Context: an optimization exercise on an open-source flow, tuned for small area, a short achievable clock period and few clock cycles per item. The choices shown serve that exercise and are no tape-out recipe.
Function was checked by simulation only, so behaviour that the tests miss may differ from the original.
No activity file was given, so power comes from the tool's default toggle rates.

--- flow/constraint.sdc ---
create_clock -name core_clock -period 7.0 [get_ports {clk_i}]
set_input_delay 1.4000 -clock core_clock [delete_from_list [all_inputs] [get_ports {clk_i}]]
set_output_delay 1.4000 -clock core_clock [all_outputs]
set_load 0.01 [all_outputs]
--- flow/run.sh ---
#!/bin/bash
# synth_recipe.tcl (not shown) runs the flow's synth.tcl, then flattens the netlist and writes it again
# the make line also repeats each setting of config.mk as NAME=value (left out here)
make -C /OpenROAD-flow-scripts/flow DESIGN_CONFIG=/design/flow/config.mk WORK_HOME=/design/flow/orfs CLKGATE_MAP_FILE= SYNTH_SCRIPT=/design/flow/synth_recipe.tcl finish
--- flow/config.mk ---
export PLATFORM = sky130hd
export DESIGN_NAME = bms_can_frame_decoder_top
export DESIGN_NICKNAME = bms_can_frame_decoder_top
export VERILOG_FILES = /design/flow/design.v
export SDC_FILE = /design/flow/constraint.sdc
export NUM_CORES = 4
export LEC_CHECK = 0
export ABC_CLOCK_PERIOD_IN_PS = 3000
export CAP_MARGIN = 20
export CORE_MARGIN = 2
export CORE_UTILIZATION = 40
export CTS_CLUSTER_DIAMETER = 60
export CTS_CLUSTER_SIZE = 24
export SETUP_SLACK_MARGIN = 4.0
export SLEW_MARGIN = 20
--- flow/design.v ---
`default_nettype none
package bcfd_pkg;
  localparam int unsigned CELL_SLOTS = 192;
  localparam int unsigned CELL_AW    = (CELL_SLOTS > 1) ? $clog2(CELL_SLOTS) : 1;
  localparam logic [28:0] ID_MAIN   = 29'h0C50FF50;
  localparam logic [28:0] ID_VOLT   = 29'h0C50FF51;
  localparam logic [28:0] ID_TEMP   = 29'h0C50FF52;
  localparam logic [28:0] ID_SWITCH = 29'h0C50FF33;
  localparam logic [28:0] ID_ALARM  = 29'h0C50FF34;
  localparam logic [28:0] ID_FAULT  = 29'h0C50FF35;
  localparam logic [28:0] ID_CELLV  = 29'h0C50FF55;
  localparam logic [28:0] ID_BAL    = 29'h0C50FF3C;
  localparam logic [7:0]  MUX_LOW   = 8'h43;
  localparam logic [7:0]  MUX_HIGH  = 8'h83;
  localparam logic [15:0] MAIN_BIT  = 16'h0002;
  localparam logic [3:0]  LEN_FULL  = 4'd8;
  localparam logic [3:0]  LEN_WORDS = 4'd4;
  localparam logic [13:0] PCT_MAX   = 14'd10000;
  localparam logic [1:0]  MODE_STANDBY = 2'd0;
  localparam logic [1:0]  MODE_ACTIVE  = 2'd1;
  localparam logic [1:0]  MODE_FAULT   = 2'd2;
  typedef logic [7:0][7:0] byte_vec_t;
  typedef struct packed {
    logic        volt_we;
    logic        bal_we;
    logic [7:0]  idx;
    logic [15:0] volt;
    logic        bal;
  } cell_wr_t;
  typedef struct packed {
    logic       en;
    logic [7:0] idx;
  } cell_rd_t;
  typedef struct packed {
    logic [15:0] pack_voltage;
    logic [13:0] soc;
    logic [13:0] soh;
    logic [15:0] min_cell;
    logic [15:0] max_cell;
    logic [19:0] min_temp;
    logic [19:0] max_temp;
    logic [1:0]  bms_state;
    logic [2:0]  flags;
  } status_t;
  function automatic logic [15:0] word_at(input logic [63:0] b, input logic [2:0] pos);
    logic [2:0] hi;
    hi = pos + 3'd1;
    word_at = {b[{hi, 3'b000} +: 8], b[{pos, 3'b000} +: 8]};
  endfunction
endpackage
`default_nettype wire
`default_nettype none
module bms_can_frame_decoder_top (
  input  wire         clk_i,
  input  wire         rst_ni,
  input  wire         in_valid_i,
  output logic        in_stall_o,
  input  wire         cmd_i,
  input  wire  [28:0] frame_id_i,
  input  wire  [3:0]  frame_len_i,
  input  wire  [7:0]  byte0_i,
  input  wire  [7:0]  byte1_i,
  input  wire  [7:0]  byte2_i,
  input  wire  [7:0]  byte3_i,
  input  wire  [7:0]  byte4_i,
  input  wire  [7:0]  byte5_i,
  input  wire  [7:0]  byte6_i,
  input  wire  [7:0]  byte7_i,
  input  wire  [7:0]  query_cell_i,
  output logic        out_valid_o,
  input  wire         out_stall_i,
  output logic [15:0] pack_voltage_dv_o,
  output logic [13:0] soc_pptt_o,
  output logic [13:0] health_pptt_o,
  output logic [15:0] min_cell_mv_o,
  output logic [15:0] max_cell_mv_o,
  output logic [19:0] min_temp_dc_o,
  output logic [19:0] max_temp_dc_o,
  output logic [7:0]  cell_count_o,
  output logic [1:0]  bms_state_o,
  output logic [3:0]  status_flags_o,
  output logic [15:0] cell_voltage_mv_o,
  output logic        cell_balancing_o
);
  localparam int unsigned NC = bcfd_pkg::CELL_SLOTS;    
  typedef struct packed {
    logic        rd;        
    logic [7:0]  b1;        
    logic [15:0] hi;        
    logic [15:0] lo;        
    logic [11:0] rhi;       
    logic [3:0][15:0] rlo;  
    logic [2:0]  nz;        
    logic        bal;       
    logic [5:0]  bbit;      
    logic [47:0] w;         
    logic [2:0]  wnz;       
    logic        ld_pack;
    logic        ld_socsoh;
    logic        ld_lcell;
    logic        ld_hcell;
    logic        ld_ltemp;
    logic        ld_htemp;
    logic        ld_sw;
    logic        alive;     
    logic        alarm;     
    logic        fault;     
    logic        len6;      
    logic        len8;      
    logic        cand_v;    
    logic [7:0]  cand;      
  } beat_t;
  logic        in_stall_q;
  logic [2:0]  cnt_q;
  logic        vI, vK;
  logic        out_valid_q;
  logic        clr_q;
  beat_t       bI, bK, dec;
  typedef struct packed {
    logic [3:0][15:0] rv;      
    logic [3:0]  rb;           
    logic [15:0] dw2;
    logic [15:0] dw4;
    logic        ld_pack;
    logic        ld_socsoh;
    logic        ld_lcell;
    logic        ld_hcell;
    logic        ld_ltemp;
    logic        ld_htemp;
    logic        ld_sw;
    logic        alive;
    logic [3:0]  alarm_ld;     
    logic [3:0]  fault_ld;     
    logic [3:0]  slot_nz;      
    logic        cand_v;
    logic [7:0]  cand;
  } jbeat_t;
  jbeat_t      bJ, jn;
  logic        vJ;
  logic        accept, take, rdyF, fire, rdyJ, rdyI;
  logic [2:0]  cnt_n;
  assign accept = in_valid_i && !in_stall_q;
  assign take   = out_valid_q && !out_stall_i;
  assign rdyF   = !out_valid_q || !out_stall_i;
  assign fire   = vJ && rdyF;
  assign rdyJ   = !vJ || rdyF;
  assign rdyI   = !vI || rdyJ;
  assign cnt_n  = cnt_q + {2'b0, accept} - {2'b0, take};
  assign in_stall_o  = in_stall_q;
  assign out_valid_o = out_valid_q;
  logic [2:0][15:0] wr;
  assign wr = {byte7_i, byte6_i, byte5_i, byte4_i, byte3_i, byte2_i};
  always_comb begin
    logic frame, len4, idhi;
    logic id50, id51, id52, id33, id34, id35, id55, id3c;
    logic cellv, m43, m83;
    logic [7:0] b1;
    logic [5:0] bb;
    logic [2:0] inrng;
    logic [1:0] m3, h3, l3;
    logic [2:0] m6;
    frame = !cmd_i;
    len4  = frame_len_i[3] || frame_len_i[2];
    idhi  = frame_id_i[28:8] == bcfd_pkg::ID_MAIN[28:8];
    id50  = idhi && frame_id_i[7:0] == bcfd_pkg::ID_MAIN[7:0];
    id51  = idhi && frame_id_i[7:0] == bcfd_pkg::ID_VOLT[7:0];
    id52  = idhi && frame_id_i[7:0] == bcfd_pkg::ID_TEMP[7:0];
    id33  = idhi && frame_id_i[7:0] == bcfd_pkg::ID_SWITCH[7:0];
    id34  = idhi && frame_id_i[7:0] == bcfd_pkg::ID_ALARM[7:0];
    id35  = idhi && frame_id_i[7:0] == bcfd_pkg::ID_FAULT[7:0];
    id55  = idhi && frame_id_i[7:0] == bcfd_pkg::ID_CELLV[7:0];
    id3c  = idhi && frame_id_i[7:0] == bcfd_pkg::ID_BAL[7:0];
    m43   = byte0_i == bcfd_pkg::MUX_LOW;
    m83   = byte0_i == bcfd_pkg::MUX_HIGH;
    dec.len8 = frame_len_i[3];
    dec.len6 = frame_len_i[3] || (frame_len_i[2] && frame_len_i[1]);
    cellv    = frame && dec.len8 && id55;
    b1 = cmd_i ? query_cell_i : byte1_i;
    bb = {byte7_i != 8'd0, byte6_i != 8'd0, byte5_i != 8'd0,
          byte4_i != 8'd0, byte3_i != 8'd0, byte2_i != 8'd0};
    dec.rd = cmd_i;
    dec.b1 = b1;
    for (int g = 0; g < 12; g++) begin
      dec.rhi[g] = cmd_i && query_cell_i[7:4] == 4'(g);
    end
    for (int c = 0; c < 4; c++) begin
      for (int l = 0; l < 16; l++) begin
        dec.rlo[c][l] = cmd_i && query_cell_i[3:0] == 4'(l)
                        && query_cell_i[7:4] >= 4'(3 * c) && query_cell_i[7:4] < 4'(3 * c + 3);
      end
    end
    for (int k = 0; k < 16; k++) begin
      dec.hi[k] = b1[7:4] == 4'(k);
      dec.lo[k] = b1[3:0] == 4'(k);
    end
    for (int i = 0; i < 3; i++) begin
      dec.wnz[i] = wr[i] != 16'd0;
      dec.nz[i]  = cellv && dec.wnz[i];
      inrng[i]   = 8'(byte1_i + 8'(i)) < 8'(NC);
    end
    dec.bal = frame && dec.len8 && id3c;
    case (byte1_i[7:4])
      4'd0, 4'd3, 4'd6, 4'd9, 4'd12, 4'd15: h3 = 2'd0;
      4'd1, 4'd4, 4'd7, 4'd10, 4'd13:       h3 = 2'd1;
      default:                              h3 = 2'd2;
    endcase
    case (byte1_i[3:0])
      4'd0, 4'd3, 4'd6, 4'd9, 4'd12, 4'd15: l3 = 2'd0;
      4'd1, 4'd4, 4'd7, 4'd10, 4'd13:       l3 = 2'd1;
      default:                              l3 = 2'd2;
    endcase
    case ({h3, l3})
      4'b0000, 4'b0110, 4'b1001: m3 = 2'd0;
      4'b0001, 4'b0100, 4'b1010: m3 = 2'd1;
      default:                   m3 = 2'd2;
    endcase
    case ({m3, byte1_i[0]})
      3'b000:  m6 = 3'd0;
      3'b011:  m6 = 3'd1;
      3'b100:  m6 = 3'd2;
      3'b001:  m6 = 3'd3;
      3'b010:  m6 = 3'd4;
      default: m6 = 3'd5;
    endcase
    if (byte1_i == 8'd254) m3 = 2'd1;
    if (byte1_i == 8'd255) m3 = 2'd2;
    if (byte1_i >= 8'd250) m6 = 3'(byte1_i[2:0] - 3'd2);
    dec.w = wr;
    if (cellv) begin
      for (int k = 0; k < 3; k++) begin
        for (int i = 0; i < 3; i++) begin
          if (m3 == 2'((k + 3 - i) % 3)) dec.w[16*k +: 16] = wr[i];
        end
      end
    end
    dec.bbit = '0;
    for (int k = 0; k < 6; k++) begin
      for (int i = 0; i < 6; i++) begin
        if (m6 == 3'((k + 6 - i) % 6)) dec.bbit[k] = bb[i];
      end
    end
    dec.ld_pack   = frame && dec.len8 && id50 && m43;
    dec.ld_socsoh = frame && dec.len8 && id50 && m83;
    dec.ld_lcell  = frame && dec.len8 && id51 && m43;
    dec.ld_hcell  = frame && dec.len8 && id51 && m83;
    dec.ld_ltemp  = frame && dec.len8 && id52 && m43;
    dec.ld_htemp  = frame && dec.len8 && id52 && m83;
    dec.ld_sw     = frame && dec.len8 && id33;
    dec.alive     = frame && dec.len8 && id50;
    dec.alarm     = frame && len4 && id34;
    dec.fault     = frame && len4 && id35;
    dec.cand_v = 1'b0;
    dec.cand   = 8'd0;
    for (int i = 0; i < 3; i++) begin
      if (dec.nz[i] && inrng[i]) begin
        dec.cand_v = 1'b1;
        dec.cand   = byte1_i + 8'(i + 1);
      end
    end
  end
  always_ff @(posedge clk_i or negedge rst_ni) begin
    if (!rst_ni) begin
      in_stall_q  <= 1'b0;
      cnt_q       <= '0;
      vI          <= 1'b0;
      vK          <= 1'b0;
      vJ          <= 1'b0;
      out_valid_q <= 1'b0;
      clr_q       <= 1'b1;
    end else begin
      clr_q       <= 1'b0;
      cnt_q       <= cnt_n;
      in_stall_q  <= cnt_n == 3'd4;
      vI          <= rdyI ? (vK || accept) : 1'b1;
      vK          <= rdyI ? (vK && accept) : (vK || accept);
      if (rdyJ) vJ <= vI;
      out_valid_q <= fire || (out_valid_q && out_stall_i);
    end
  end
  beat_t kdec;
  always_comb begin
    kdec = bK;
    for (int k = 0; k < 16; k++) begin
      kdec.hi[k] = bK.b1[7:4] == 4'(k);
      kdec.lo[k] = bK.b1[3:0] == 4'(k);
    end
    for (int g = 0; g < 12; g++) begin
      kdec.rhi[g] = bK.rd && bK.b1[7:4] == 4'(g);
    end
    for (int c = 0; c < 4; c++) begin
      for (int l = 0; l < 16; l++) begin
        kdec.rlo[c][l] = bK.rd && bK.b1[3:0] == 4'(l)
                         && bK.b1[7:4] >= 4'(3 * c) && bK.b1[7:4] < 4'(3 * c + 3);
      end
    end
  end
  always_ff @(posedge clk_i) begin
    if (!in_stall_q) begin
      bK <= dec;
    end
    if (rdyI) begin
      bI <= vK ? kdec : dec;
    end
    if (rdyJ) begin
      bJ <= jn;
    end
  end
  logic [255:0]     dsel;
  logic [2:0][15:0] bank_w;
  logic [5:0]       bank_b;
  logic [15:0]      volt_q [NC];
  logic             bal_q  [NC];
  logic [NC-1:0]    volt_we, bal_we;
  always_comb begin
    for (int k = 0; k < 256; k++) begin
      dsel[k] = bI.hi[k / 16] && bI.lo[k % 16];
    end
    bank_w = clr_q ? '0 : bI.w;
    bank_b = clr_q ? '0 : bI.bbit;
    for (int j = 0; j < NC; j++) begin
      volt_we[j] = clr_q || (vI && ((dsel[j] && bI.nz[0])
                                 || (dsel[(j + 255) % 256] && bI.nz[1])
                                 || (dsel[(j + 254) % 256] && bI.nz[2])));
      bal_we[j]  = clr_q || (vI && bI.bal && (dsel[j] || dsel[(j + 255) % 256]
                                 || dsel[(j + 254) % 256] || dsel[(j + 253) % 256]
                                 || dsel[(j + 252) % 256] || dsel[(j + 251) % 256]));
    end
  end
  for (genvar j = 0; j < NC; j++) begin : g_cell
    always_ff @(posedge clk_i) begin
      if (volt_we[j]) volt_q[j] <= bank_w[j % 3];
      if (bal_we[j])  bal_q[j]  <= bank_b[j % 6];
    end
  end
  logic [11:0][15:0] gv;
  logic [11:0]       gb;
  always_comb begin
    for (int g = 0; g < 12; g++) begin
      gv[g] = 16'd0;
      gb[g] = 1'b0;
      for (int l = 0; l < 16; l++) begin
        gv[g] = gv[g] | ({16{bI.rlo[g / 3][l]}} & volt_q[16*g + l]);
        gb[g] = gb[g] | (bI.rlo[g / 3][l] & bal_q[16*g + l]);
      end
    end
    for (int c = 0; c < 4; c++) begin
      jn.rv[c] = 16'd0;
      jn.rb[c] = 1'b0;
      for (int g = 3 * c; g < 3 * c + 3; g++) begin
        jn.rv[c] = jn.rv[c] | ({16{bI.rhi[g]}} & gv[g]);
        jn.rb[c] = jn.rb[c] | (bI.rhi[g] & gb[g]);
      end
    end
  end
  always_comb begin
    jn.dw2       = bI.w[15:0];
    jn.dw4       = bI.w[31:16];
    jn.ld_pack   = bI.ld_pack;
    jn.ld_socsoh = bI.ld_socsoh;
    jn.ld_lcell  = bI.ld_lcell;
    jn.ld_hcell  = bI.ld_hcell;
    jn.ld_ltemp  = bI.ld_ltemp;
    jn.ld_htemp  = bI.ld_htemp;
    jn.ld_sw     = bI.ld_sw;
    jn.alive     = bI.alive;
    jn.cand_v    = bI.cand_v;
    jn.cand      = bI.cand;
    for (int k = 0; k < 4; k++) begin
      logic s0, s1, s2, ld;
      s0 = bI.hi[(k + 256) / 16 % 16] && bI.lo[(k + 256) % 16];
      s1 = bI.hi[(k + 255) / 16 % 16] && bI.lo[(k + 255) % 16];
      s2 = bI.hi[(k + 254) / 16 % 16] && bI.lo[(k + 254) % 16];
      ld = s0 || (s1 && bI.len6) || (s2 && bI.len8);
      jn.alarm_ld[k] = bI.alarm && ld;
      jn.fault_ld[k] = bI.fault && ld;
      jn.slot_nz[k]  = (s0 && bI.wnz[0]) || (s1 && bI.wnz[1]) || (s2 && bI.wnz[2]);
    end
  end
  logic [3:0]  alarm_nz_q, fault_nz_q;
  logic        contactor_q;
  logic [15:0] dw2, dw4;
  logic [19:0] soc_x10, soh_x10, tmp_ext, tmp_x10;
  logic [13:0] soc_new, soh_new;
  logic [3:0]  alarm_nz_n, fault_nz_n;
  logic        contactor_n, any_alarm_n, any_fault_n;
  logic [7:0]  hcc_n;
  logic [15:0] rd_volt;
  logic        rd_bal;
  assign dw2     = bJ.dw2;
  assign dw4     = bJ.dw4;
  assign soc_x10 = {4'd0, dw2} * 20'd10;
  assign soh_x10 = {4'd0, dw4} * 20'd10;
  assign soc_new = (dw2 > 16'd1000) ? bcfd_pkg::PCT_MAX : soc_x10[13:0];
  assign soh_new = (dw4 > 16'd1000) ? bcfd_pkg::PCT_MAX : soh_x10[13:0];
  assign tmp_ext = {{4{dw4[15]}}, dw4};
  assign tmp_x10 = (tmp_ext << 3) + (tmp_ext << 1);
  assign rd_volt = bJ.rv[0] | bJ.rv[1] | bJ.rv[2] | bJ.rv[3];
  assign rd_bal  = |bJ.rb;
  always_comb begin
    for (int k = 0; k < 4; k++) begin
      alarm_nz_n[k] = bJ.alarm_ld[k] ? bJ.slot_nz[k] : alarm_nz_q[k];
      fault_nz_n[k] = bJ.fault_ld[k] ? bJ.slot_nz[k] : fault_nz_q[k];
    end
    contactor_n = bJ.ld_sw ? dw2[1] : contactor_q;
    any_alarm_n = |alarm_nz_n;
    any_fault_n = |fault_nz_n;
    hcc_n = (bJ.cand_v && bJ.cand > cell_count_o) ? bJ.cand : cell_count_o;
  end
  always_ff @(posedge clk_i) begin
    if (clr_q) begin
      alarm_nz_q        <= '0;
      fault_nz_q        <= '0;
      contactor_q       <= 1'b0;
      pack_voltage_dv_o <= '0;
      soc_pptt_o        <= '0;
      health_pptt_o     <= '0;
      min_cell_mv_o     <= '0;
      max_cell_mv_o     <= '0;
      min_temp_dc_o     <= '0;
      max_temp_dc_o     <= '0;
      cell_count_o      <= '0;
      bms_state_o       <= '0;
      status_flags_o    <= '0;
      cell_voltage_mv_o <= '0;
      cell_balancing_o  <= 1'b0;
    end else if (fire) begin
      alarm_nz_q  <= alarm_nz_n;
      fault_nz_q  <= fault_nz_n;
      contactor_q <= contactor_n;
      if (bJ.ld_pack)   pack_voltage_dv_o <= dw2;
      if (bJ.ld_socsoh) soc_pptt_o        <= soc_new;
      if (bJ.ld_socsoh) health_pptt_o     <= soh_new;
      if (bJ.ld_lcell)  min_cell_mv_o     <= dw4;
      if (bJ.ld_hcell)  max_cell_mv_o     <= dw4;
      if (bJ.ld_ltemp)  min_temp_dc_o     <= tmp_x10;
      if (bJ.ld_htemp)  max_temp_dc_o     <= tmp_x10;
      cell_count_o      <= hcc_n;
      bms_state_o       <= any_fault_n ? bcfd_pkg::MODE_FAULT
                         : (contactor_n ? bcfd_pkg::MODE_ACTIVE : bcfd_pkg::MODE_STANDBY);
      status_flags_o    <= {bJ.alive, any_fault_n, any_alarm_n, contactor_n && !any_fault_n};
      cell_voltage_mv_o <= rd_volt;
      cell_balancing_o  <= rd_bal;
    end
  end
endmodule
`default_nettype wire
==> impl_metrics.toml <==
[worst_setup_path]
critical_path.max_fanout = 8
end_kind = "register"
slowest_delay_ns = 0.41
startpoint = "byte1_i[0]"
slowest_stage = "o31a_4"
crit_path_start_kind = "input port"
required_ns = 7.70
r2r-start = "bI[122]"
path_class = "in -> reg"
r2r_slack_ns = 3.83
crit_chain = "buf_8 -> buf_12 -> inv_16 -> ha_4 -> nor2b_4 -> nor3_4 -> buf_4 -> or2_4 -> nor3_4 -> buf_12 -> o31a_4 -> a21o_4 -> o221ai_2 -> nand2_2 -> mux2_2"
worstPathArrival_ns = 3.99

[place]
hpwl_mm = 308
place_ws_ns = 1.44
gp_congestion = 0.943
dpl.cell_count = 13457
port_buffers = 253

[yosys]
synth-edff-count = 3671
avgSynthCellArea_um2 = 16.9
synth-seq-cells = 3830
syn-cell-area_mm2 = 0.146
ys_seq_area_share_pct = 77.6
syn_inst = 8641
ys_types = 84
synth_ff_type = "edfxtp_1"
ys_async_sr_fraction_pct = 0.235
yosys_warnings = 3

[clock_tree]
cts_sinks = 3830
clk_pin_slew_ns = 0.09
htreeDepth = 4
hold_buffers = 0
root_buffer = "clkbuf_16"
cts_tree = "yes"
clockBufferDepth = 4
worstSkewPairLatency_ns = 1.00
cts_inserted_buffers = 245

[finish]
final_layout_size_suffix_gt1_share_pct = 20.7
layout.area.seq_mm2 = 0.113
nets = 9396
multi_input_area_mm2 = 0.0332
area_growth_pct = 17.9
fill_cells = 30056
fin_cells = 14222

[grt]
grt_first_pass_wirelength_mm = 756
gr-total-overflow = 0
grt_antenna_before_repair = 48
grt_pass1_vias = 90556
grt_max_degree = 168
grt_use_total_pct = 29.2

[sta]
rsz0062_at_grt = "yes"
fin_crit_ns = 3.28
clock_skew_ns = 0.0834
timing.setup.tns_ns = 0
tightestPinTransition_ns = 1.27
hold_viol_final = 0
setup-violations-final = 0
relSlewSlack_pct = 15.4
final.setup.worst_slack_ns = 3.72
maxSlewViolCount = 0
max_freq_ghz = 0.305
min_period_over_period_pct = 46.9

[power]
p_total_mw = 71.5
power.leakage_nw = 59.7
powerDensity_mw_per_mm2 = 415
ir_drop_uv = 414

[route]
avgViaCountPerCell = 6.79
vias = 96527
routedWlPerCell_um = 39.8
drcViolationCount = 0
wirelength_mm = 566
drt_iter0_markers = 17588
postRouteAntennaNets = 0
dr.pass1.iters = 9

[floorplan]
die_y_um = 608
die_area_mm2 = 0.370
start_util_pct = 40.3
ios = 259
die_w_um = 608
rows = 221
core_region_area_mm2 = 0.363

[min_path]
hold_class = "reg -> reg"
min_from = "bI[15]"

[run_status]
status = "no timing/DRC/antenna violations"

[run]
maxCapViolations = 0
sequential cells by signal (all words and copies together), names as in the netlist, 13 cells and up:
name	flops
bK	91
health_pptt_o	13
pack_voltage_dv_o	16
min_cell_mv_o	16
max_cell_mv_o	16
max_temp_dc_o	19
cell_voltage_mv_o	16
bI	187
volt_q	3072
soc_pptt_o	13
bJ	129
min_temp_dc_o	19
bal_q	192
metal layers:
metal	part of all wire (%)	global-route usage, %
met5	0.014	0
met4	6.8	16.3
met3	13	7.09
met2	44	44.7
met1	36	38.3
kinds of logic (layout without fill, tap and decap cells):
group / after synthesis / in the layout / synth area share (%)
buffers and inverters: 787 / 1541 / 2.06
other: 1 / 24 / 0.00257
flip-flops: 3830 / 3830 / 77.6
AO/OA/AOI/OAI: 2736 / 2739 / 15.0
multiplexers: 93 / 93 / 0.692
adder cells (fa/ha/maj): 78 / 78 / 0.735
AND/OR/NAND/NOR: 1079 / 1086 / 3.69
XOR/XNOR: 37 / 37 / 0.222
Yosys cell counts (15+ instances only):
master,instances,share of area (%)
a211oi_1,16,0.082
a21o_1,42,0.22
a21oi_1,166,0.57
a221oi_1,705,4.2
a222oi_1,72,0.49
a22o_1,732,4.4
a22oi_1,312,1.6
a31o_2,28,0.17
buf_1,67,0.17
clkbuf_1,581,1.5
dfxtp_1,150,2.1
edfxtp_1,3671,75
ha_1,65,0.56
inv_1,115,0.30
mux2_2,64,0.49
mux2i_1,29,0.20
nand2_1,411,1.1
nand2b_1,16,0.068
nand3_1,88,0.30
nand4_1,218,0.93
nor2_1,130,0.33
nor2b_1,71,0.30
nor3_1,23,0.079
nor4_1,19,0.081
o21a_1,15,0.077
o21ai_0,71,0.24
o21ai_1,18,0.062
o21bai_1,334,1.7
o221ai_1,17,0.10
o22ai_1,122,0.52
o31ai_1,16,0.082
o41ai_1,18,0.11
or2_2,20,0.086
xnor2_1,28,0.17
what timing repair did:
action                      CTS  global route
cloned                       46            11
buffers inserted            185            48
gates resized for setup     997           257
setup endpoints to repair  2775           295
pin swaps                   118           120
area by class of cell:
| cell class | instances | area share [%] |
|---|---|---|
| sequential | 3830 | 65.9 |
| clock buffer | 265 | 3.60 |
| inverter | 117 | 0.270 |
| tap | 4794 | 3.48 |
| timing repair inverter | 1 | 0.00290 |
| antenna | 19 | 0.0276 |
| timing repair buffer | 975 | 6.13 |
| clock inverter | 183 | 1.35 |
| multi-input combinational | 4038 | 19.3 |
through the flow:
stage               cell area (µm²)  util, %  hold slack, ns
floorplan                    147000        -           0.400
global placement             157000     43.2           0.404
detailed placement           157000     43.3           0.405
CTS                          170000     46.9           0.415
global route                 172000     47.5           0.418
finish                       172000     47.5           0.410
final timing paths:
| check | cells after the start | to |
|---|---|---|
| max in group asynchronous | 1 | clr_q |
| min | 0 | bJ[23] |
| min in group asynchronous | 1 | vI |
| max | 15 | bI[69] |
| max reg2reg | 7 | bJ[107] |
| min reg2reg | 0 | bJ[23] |
power by group:
group | total [mW] | switching, mW | internal [mW]
Clock | 16.0 | 8.61 | 7.44
Combinational | 22.0 | 15.5 | 6.48
Sequential | 33.5 | 2.27 | 31.2
Total | 71.5 | 26.4 | 45.1
worst max-delay path, delay by kind of cell:
kind                     cells  cell delay [ns]
multiplexers                 1             0.28
adder cells (fa/ha/maj)      1             0.21
AO/OA/AOI/OAI                3             0.87
buffers and inverters        5             0.58
AND/OR/NAND/NOR              5             0.62
layout by cell type (no fill, tap or decap), types with 32 or more instances in the layout:
cell | netlist | routed
a21oi_1 | 166 | 138
o21bai_1 | 334 | 166
mux2_2 | 64 | 35
o21bai_2 | 0 | 136
a22oi_1 | 312 | 296
nand3_1 | 88 | 84
buf_4 | 8 | 508
a22o_1 | 732 | 730
buf_2 | 11 | 45
a221oi_2 | 1 | 57
edfxtp_1 | 3671 | 3671
o22ai_1 | 122 | 104
bufbuf_16 | 0 | 34
nand2_1 | 411 | 385
ha_1 | 65 | 51
inv_1 | 115 | 98
clkbuf_16 | 0 | 255
nor2b_4 | 0 | 54
clkdlybuf4s50_1 | 0 | 52
o21bai_4 | 0 | 32
nand4_1 | 218 | 218
a221oi_1 | 705 | 649
buf_12 | 0 | 64
buf_6 | 1 | 59
clkdlybuf4s15_1 | 0 | 48
clkdlybuf4s15_2 | 0 | 47
nor2_1 | 130 | 115
dfxtp_1 | 150 | 143
o21ai_0 | 71 | 56
a222oi_1 | 72 | 72
Testbench counts, summed over its fixed seeds: cycles 12,024, items 12,000.

## afterwards: timing with drivers on the ports
The flow's constraints put no driver on any port. The routed layout listed below was extracted and timed again, unchanged, in two steps.
Step 1 assumes that a clkbuf_16 drives the clock port and a buf_2 every other input.
Step 2 adds t to the input delays and takes it off the output delays; t is the mean of the earliest and latest rising clock arrival at the registers after step 1. Input paths then give back, and output paths get back, about the clock's delay inside the block.
Slacks: no drivers / after step 1 / after step 2; pairs: no drivers / after step 1.
t, ns: 1.058
setup slack, ns: 3.719 / 3.777 / 2.719
cell pins on the clock port's net: 1
After both steps setup and hold are still met in this run. For this run, drivers alone change the setup slack by +0.058 ns; drivers and shift together by -1.000 ns.
